Background: an optimization exercise with open tools, aiming at small area, a short achievable clock period and few clock cycles per item. Do not read the settings as production practice.
Power and IR drop assume default switching activity.

==> zinc: inputs <==
==> flow/design.v <==
`timescale 1ns / 1ps
`default_nettype none
package imsp_pkg;
	localparam logic [1:0] KIND_CHAR = 2'd0;
	localparam logic [1:0] KIND_EOL  = 2'd1;
	localparam logic [1:0] KIND_EOF  = 2'd2;
	localparam logic [1:0] EV_CHAR   = 2'd0;
	localparam logic [1:0] EV_PARA   = 2'd1;
	localparam logic [1:0] EV_CENTRE = 2'd2;
	localparam logic [1:0] EV_ERROR  = 2'd3;
	localparam int ST_BOLD   = 0;
	localparam int ST_ITALIC = 1;
	localparam int ST_UNDER  = 2;
	localparam int ST_STRIKE = 3;
	localparam logic [15:0] CH_BSLASH = 16'h005C;
	localparam logic [15:0] CH_GT     = 16'h003E;
	localparam logic [15:0] CH_LT     = 16'h003C;
	localparam logic [15:0] CH_STAR   = 16'h002A;
	localparam logic [15:0] CH_UNDER  = 16'h005F;
	localparam logic [15:0] CH_TILDE  = 16'h007E;
	function automatic logic [15:0] hdr_unit(input logic [3:0] pos);
		logic [15:0] u;
		case (pos)
			4'd0: u = 16'h002F;
			4'd1: u = 16'h002A;
			4'd2: u = 16'h004D;
			4'd3: u = 16'h0054;
			4'd4: u = 16'h0058;
			4'd5: u = 16'h0054;
			4'd6: u = 16'h0031;
			4'd7: u = 16'h002A;
			4'd8: u = 16'h002F;
			default: u = '0;
		endcase
		hdr_unit = u;
	endfunction
endpackage
`default_nettype wire
`timescale 1ns / 1ps
`timescale 1ns / 1ps
`timescale 1ns / 1ps
`timescale 1ns / 1ps
`default_nettype none
module inline_markup_style_parser_core (
	input  wire logic        clk,
	input  wire logic        arst_n,
	input  wire logic        items_valid,
	output logic             items_ready,
	input  wire logic [15:0] items_code,
	input  wire logic [1:0]  items_kind,
	output logic             results_valid,
	input  wire logic        results_ready,
	output logic [1:0]       results_event_res,
	output logic [15:0]      results_char_out,
	output logic             results_bold,
	output logic             results_italic,
	output logic             results_underline,
	output logic             results_strike,
	output logic             results_last
);
	localparam logic [3:0] PH_SKIP = 4'd9;
	localparam logic [3:0] PH_BODY = 4'd10;
	localparam logic [3:0] PH_ERR  = 4'd11;
	localparam logic [2:0] P_NONE = 3'd0;
	localparam logic [2:0] P_BS   = 3'd1;
	localparam logic [2:0] P_LT   = 3'd2;
	localparam logic [2:0] P_TL   = 3'd3;
	localparam logic [2:0] P_ST1  = 3'd4;
	localparam logic [2:0] P_ST2  = 3'd5;
	localparam int SB = imsp_pkg::ST_BOLD;
	localparam int SI = imsp_pkg::ST_ITALIC;
	localparam int SU = imsp_pkg::ST_UNDER;
	localparam int SS = imsp_pkg::ST_STRIKE;
	logic        s_v, i_v;
	logic [15:0] s_code, i_code;
	logic [1:0]  s_kind, i_kind;
	logic [3:0]  ph_q;
	logic        first_q, zero_q, cent_q, step_q;
	logic [2:0]  pend_q;
	logic [3:0]  sty_q;
	logic        o_v, o_last;
	logic [1:0]  o_ev;
	logic [15:0] o_ch;
	logic [3:0]  o_sty;
	logic acc, or_free, consume, i_free, rdy_q;
	assign items_ready = rdy_q;
	assign acc         = items_valid && rdy_q && (items_kind != 2'd3);
	assign or_free     = !o_v || results_ready;
	logic k_char, k_eol, k_eof;
	logic in_hdr, in_skip, in_body;
	logic is_bs, is_lt, is_gt, is_st, is_ul, is_tl, hdr_ok;
	assign k_char  = (i_kind == imsp_pkg::KIND_CHAR);
	assign k_eol   = (i_kind == imsp_pkg::KIND_EOL);
	assign k_eof   = (i_kind == imsp_pkg::KIND_EOF);
	assign in_hdr  = (ph_q <= 4'd8);
	assign in_skip = (ph_q == PH_SKIP);
	assign in_body = (ph_q == PH_BODY);
	assign is_bs   = (i_code == imsp_pkg::CH_BSLASH);
	assign is_lt   = (i_code == imsp_pkg::CH_LT);
	assign is_gt   = (i_code == imsp_pkg::CH_GT);
	assign is_st   = (i_code == imsp_pkg::CH_STAR);
	assign is_ul   = (i_code == imsp_pkg::CH_UNDER);
	assign is_tl   = (i_code == imsp_pkg::CH_TILDE);
	assign hdr_ok  = (i_code == imsp_pkg::hdr_unit(ph_q));
	logic        a_para, a_tl, a_lt, has_a, two;
	logic        b_v;
	logic [1:0]  b_ev;
	logic [15:0] b_ch;
	logic [3:0]  b_sty, rs;
	logic        go;
	logic [3:0]  n_ph;
	logic        n_first, n_zero, n_cent;
	logic [2:0]  n_pend;
	logic [3:0]  n_sty;
	assign a_para = in_body && zero_q && !first_q && (k_eol || k_char);
	assign a_tl   = in_body && k_char && (pend_q == P_TL) && !is_tl;
	assign a_lt   = in_body && k_char && (pend_q == P_LT);
	assign has_a  = a_para || a_tl || a_lt;
	always_comb begin
		n_ph    = ph_q;
		n_first = first_q;
		n_zero  = zero_q;
		n_cent  = cent_q;
		n_pend  = pend_q;
		n_sty   = sty_q;
		b_v     = 1'b0;
		b_ev    = imsp_pkg::EV_CHAR;
		b_ch    = '0;
		b_sty   = '0;
		rs      = sty_q;
		go      = 1'b0;
		case (i_kind)
			imsp_pkg::KIND_EOF: begin
				if (in_hdr) begin
					b_v  = 1'b1;
					b_ev = imsp_pkg::EV_ERROR;
				end else if (in_body && !zero_q && (pend_q == P_BS || pend_q == P_TL)) begin
					b_v   = 1'b1;
					b_ch  = (pend_q == P_BS) ? imsp_pkg::CH_BSLASH : imsp_pkg::CH_TILDE;
					b_sty = sty_q;
				end
				n_ph    = 4'd0;
				n_first = 1'b1;
				n_zero  = 1'b1;
				n_cent  = 1'b0;
				n_pend  = P_NONE;
				n_sty   = '0;
			end
			imsp_pkg::KIND_EOL: begin
				if (in_hdr) begin
					b_v  = 1'b1;
					b_ev = imsp_pkg::EV_ERROR;
					n_ph = PH_ERR;
				end else if (in_skip) begin
					n_ph = PH_BODY;
				end else if (in_body) begin
					if (!zero_q && (pend_q == P_BS || pend_q == P_TL)) begin
						b_v   = 1'b1;
						b_ch  = (pend_q == P_BS) ? imsp_pkg::CH_BSLASH : imsp_pkg::CH_TILDE;
						b_sty = sty_q;
					end
					n_first = 1'b0;
					n_zero  = 1'b1;
					n_cent  = 1'b0;
					n_pend  = P_NONE;
					n_sty   = '0;
				end
			end
			imsp_pkg::KIND_CHAR: begin
				if (in_hdr) begin
					if (!hdr_ok) begin
						b_v  = 1'b1;
						b_ev = imsp_pkg::EV_ERROR;
						n_ph = PH_ERR;
					end else begin
						n_ph = (ph_q == 4'd8) ? PH_SKIP : ph_q + 4'd1;
					end
				end else if (in_body) begin
					n_first = 1'b0;
					n_zero  = 1'b0;
					if (zero_q && is_gt) begin
						b_v    = 1'b1;
						b_ev   = imsp_pkg::EV_CENTRE;
						n_cent = 1'b1;
					end else begin
						go = 1'b1;
						case (pend_q)
							P_BS: begin
								b_v    = 1'b1;
								b_ch   = i_code;
								b_sty  = sty_q;
								n_pend = P_NONE;
								go     = 1'b0;
							end
							P_TL: begin
								if (is_tl) begin
									n_sty[SS] = ~sty_q[SS];
									n_pend    = P_NONE;
									go        = 1'b0;
								end
							end
							P_ST1: begin
								if (is_st) begin
									n_pend = P_ST2;
									go     = 1'b0;
								end else begin
									rs[SI] = ~sty_q[SI];
								end
							end
							P_ST2: begin
								if (is_st) begin
									n_sty[SB] = ~sty_q[SB];
									n_sty[SI] = ~sty_q[SI];
									n_pend    = P_NONE;
									go        = 1'b0;
								end else begin
									rs[SB] = ~sty_q[SB];
								end
							end
							default: ;
						endcase
						if (go) begin
							n_pend = P_NONE;
							n_sty  = rs;
							if (is_bs) begin
								n_pend = P_BS;
							end else if (is_lt && cent_q) begin
								n_pend = P_LT;
							end else if (is_st) begin
								n_pend = P_ST1;
							end else if (is_ul) begin
								n_sty[SU] = ~rs[SU];
							end else if (is_tl) begin
								n_pend = P_TL;
							end else begin
								b_v   = 1'b1;
								b_ch  = i_code;
								b_sty = rs;
							end
						end
					end
				end
			end
			default: ;
		endcase
	end
	logic adv, bcent_q;
	assign two     = has_a && b_v;
	assign adv     = i_v && or_free;
	assign consume = adv && (step_q || !two);
	assign i_free  = !i_v || consume;
	logic        e_v, e_last, e_a;
	logic [1:0]  e_ev;
	logic [15:0] e_ch;
	logic [3:0]  e_sty;
	assign e_a    = has_a && !step_q;
	assign e_v    = i_v && (step_q || has_a || b_v);
	assign e_last = step_q || !two;
	always_comb begin
		if (step_q) begin
			e_ev  = bcent_q ? imsp_pkg::EV_CENTRE : imsp_pkg::EV_CHAR;
			e_ch  = bcent_q ? 16'h0000 : i_code;
			e_sty = bcent_q ? 4'h0 : sty_q;
		end else if (has_a) begin
			e_ev  = a_para ? imsp_pkg::EV_PARA : imsp_pkg::EV_CHAR;
			e_ch  = a_tl ? imsp_pkg::CH_TILDE : (a_lt ? imsp_pkg::CH_LT : 16'h0000);
			e_sty = a_para ? 4'h0 : sty_q;
		end else begin
			e_ev  = b_ev;
			e_ch  = b_ch;
			e_sty = b_sty;
		end
	end
	always_ff @(posedge clk or negedge arst_n) begin
		if (!arst_n) begin
			s_v     <= 1'b0;
			rdy_q   <= 1'b1;
			i_v     <= 1'b0;
			o_v     <= 1'b0;
			step_q  <= 1'b0;
			ph_q    <= 4'd0;
			first_q <= 1'b1;
			zero_q  <= 1'b1;
			cent_q  <= 1'b0;
			pend_q  <= P_NONE;
			sty_q   <= '0;
		end else begin
			s_v   <= !i_free && (s_v || acc);
			rdy_q <= !(!i_free && (s_v || acc));
			if (i_free) i_v <= s_v || acc;
			if (or_free) begin
				o_v <= e_v;
			end
			if (adv) begin
				step_q <= two && !step_q;
			end
			if (adv && !step_q) begin
				ph_q    <= n_ph;
				first_q <= n_first;
				zero_q  <= n_zero;
				cent_q  <= n_cent;
				pend_q  <= n_pend;
				sty_q   <= n_sty;
			end
		end
	end
	always_ff @(posedge clk) begin
		if (rdy_q) begin
			s_code <= items_code;
			s_kind <= items_kind;
		end
		if (i_free) begin
			i_code <= s_v ? s_code : items_code;
			i_kind <= s_v ? s_kind : items_kind;
		end
		if (adv && !step_q) begin
			bcent_q <= (b_ev == imsp_pkg::EV_CENTRE);
		end
		if (or_free) begin
			o_last <= e_last;
			o_ev   <= e_ev;
			o_ch   <= e_ch;
			o_sty  <= e_sty;
		end
	end
	assign results_valid     = o_v;
	assign results_event_res = o_ev;
	assign results_char_out  = o_ch;
	assign results_bold      = o_sty[SB];
	assign results_italic    = o_sty[SI];
	assign results_underline = o_sty[SU];
	assign results_strike    = o_sty[SS];
	assign results_last      = o_last;
endmodule
`default_nettype wire
==> flow/flow/run.sh <==
#!/bin/bash
# Standard synthesis unchanged, then the standard layout steps with plain
# buffers (instead of delay cells) on the ports.
set -euo pipefail
bash standard.sh synth > synth.log 2>&1
bash standard.sh "BUFFER_PORTS_ARGS=-buffer_cell sky130_fd_sc_hd__buf_2" finish > layout.log 2>&1
==> flow/standard.sh <==
#!/bin/bash
# synth_recipe.tcl (not shown) runs the flow's synth.tcl, then flattens the netlist and writes it again
# the make line also repeats each setting of config.mk as NAME=value (left out here)
make -C /OpenROAD-flow-scripts/flow DESIGN_CONFIG=/design/flow/config.mk WORK_HOME=/design/flow/orfs CLKGATE_MAP_FILE= SYNTH_SCRIPT=/design/flow/synth_recipe.tcl "${@:-finish}"
==> flow/config.mk <==
export PLATFORM = sky130hd
export DESIGN_NAME = inline_markup_style_parser_core
export DESIGN_NICKNAME = inline_markup_style_parser_core
export VERILOG_FILES = /design/flow/design.v
export SDC_FILE = /design/flow/constraint.sdc
export NUM_CORES = 4
export LEC_CHECK = 0
export CAP_MARGIN = 20
export CORE_MARGIN = 2
export CORE_UTILIZATION = 40
export SLEW_MARGIN = 20
==> flow/constraint.sdc <==
create_clock -name core_clock -period 11.0 [get_ports {clk}]
set_input_delay 2.2000 -clock core_clock [delete_from_list [all_inputs] [get_ports {clk}]]
set_output_delay 2.2000 -clock core_clock [all_outputs]
set_load 0.01 [all_outputs]
==> inputs of delta, as changes to zinc <==
--- a/flow/design.v
+++ b/flow/design.v
@@ -102,5 +102,22 @@
 	assign is_ul   = (i_code == imsp_pkg::CH_UNDER);
 	assign is_tl   = (i_code == imsp_pkg::CH_TILDE);
-	assign hdr_ok  = (i_code == imsp_pkg::hdr_unit(ph_q));
+	logic hi0, c_sl, c_m, c_t, c_x, c_1;
+	assign hi0    = (i_code[15:8] == 8'h00);
+	assign c_sl   = hi0 && (i_code[7:0] == 8'h2F);
+	assign c_m    = hi0 && (i_code[7:0] == 8'h4D);
+	assign c_t    = hi0 && (i_code[7:0] == 8'h54);
+	assign c_x    = hi0 && (i_code[7:0] == 8'h58);
+	assign c_1    = hi0 && (i_code[7:0] == 8'h31);
+	always_comb begin
+		case (ph_q)
+			4'd0, 4'd8: hdr_ok = c_sl;
+			4'd1, 4'd7: hdr_ok = is_st;
+			4'd2:       hdr_ok = c_m;
+			4'd3, 4'd5: hdr_ok = c_t;
+			4'd4:       hdr_ok = c_x;
+			4'd6:       hdr_ok = c_1;
+			default:    hdr_ok = 1'b0;
+		endcase
+	end
 	logic        a_para, a_tl, a_lt, has_a, two;
 	logic        b_v;
==> flow/flow/run.sh (replaced) <==
#!/bin/bash
# Standard synthesis, unchanged; then the standard ORFS layout steps with
# plain buffers on the ports and timing repair aimed below the clock period.
set -euo pipefail
bash standard.sh synth > synth.log 2>&1
bash standard.sh \
  "BUFFER_PORTS_ARGS=-buffer_cell sky130_fd_sc_hd__buf_2" \
  "SETUP_SLACK_MARGIN=7.5" \
  finish > layout.log 2>&1
--- a/flow/config.mk
+++ b/flow/config.mk
@@ -8,4 +8,4 @@
 export CAP_MARGIN = 20
 export CORE_MARGIN = 2
-export CORE_UTILIZATION = 40
+export CORE_UTILIZATION = 60
 export SLEW_MARGIN = 20
==> summary of the runs <==
- In delta the first-iteration DRC count is larger than in zinc, by 36%.
- Count of clock-buffer cells in the layout is the same in delta and zinc.
- Against delta, the cell area of zinc is lower by 0.39%.
- Between delta and zinc, the lower non-clock buffer count is in zinc (gap 8).
- Synthesized cell count: zinc is larger than delta (5.2%).
- Of zinc and delta, zinc has the higher routed wire length (gap about 1.3%, measured against delta).
- Against delta, the cell count of zinc is higher by about 13%.
- Between zinc and delta, the lower area after synthesis is in delta (gap 2.2%, measured against delta).
==> figures <==
Run status: zinc no timing/DRC/antenna violations; delta no timing/DRC/antenna violations
WL/cell: zinc 16.2 um; delta 18.0 um
Clk. pwr: zinc 0.198 mW; delta 0.227 mW
Wire length of the first global-routing pass: zinc 14.8 mm; delta 14.2 mm
Total number of placement rows: zinc 37; delta 30
Area Overhead vs Synth: zinc 12.1%; delta 15.0%
Placer Congestion: zinc 0.858; delta 0.934
Placement Setup Slack: zinc 6.30 ns; delta 7.08 ns
Vertical die dimension: zinc 107 um; delta 87.3 um
Clock network contribution to total cell area: zinc 3.78%; delta 4.44%
Slack of the worst reg-to-reg path: zinc 7.56 ns; delta 7.74 ns
Fraction of the mapped netlist area in compound gates: zinc 13.2%; delta 13.5%
Effective utilization at floorplan: zinc 41.2%; delta 61.6%
Internal Dissipation: zinc 0.555 mW; delta 0.604 mW
Maximum number of pins on one net before global-route repair: zinc 28; delta 21
WHS Endpoint: zinc cent_q; delta zero_q
Detailed Route WL: zinc 9.19 mm; delta 9.06 mm
GRT Total Usage: zinc 16.6%; delta 24.8%
No functional check of the RTL was part of any run of this note.

-- static timing again, ports no longer ideal --
The results above use ideal ports. As a check the final layouts listed here were re-extracted and re-timed, cells and wires unchanged. Step 1 (the two cells are an assumption about what drives the block):
set clk [get_ports {clk}]
set_driving_cell -lib_cell sky130_fd_sc_hd__clkbuf_16 $clk
set_driving_cell -lib_cell sky130_fd_sc_hd__buf_2 [delete_from_list [all_inputs] $clk]
Step 2, shift: input delay + t, output delay - t, t = (earliest + latest rising clock arrival at the registers) / 2. This alone moves slack from input paths to output paths. a / b / c = ideal ports / drivers / drivers and shift; a / b = the first two.
run | shift t [ns] | setup WS [ns] | latest minus earliest clock arrival (ns) | worst register clock-pin slew, ns
zinc | 0.383 | 6.696 / 6.704 / 6.321 | 0.015 / 0.015 | 0.09 / 0.09
delta | 0.386 | 7.574 / 7.544 / 7.341 | 0.010 / 0.010 | 0.09 / 0.09
After both steps every run listed still meets setup and hold. For zinc, which loses most, drivers alone change the setup slack by +0.008 ns; drivers and shift together by -0.375 ns.
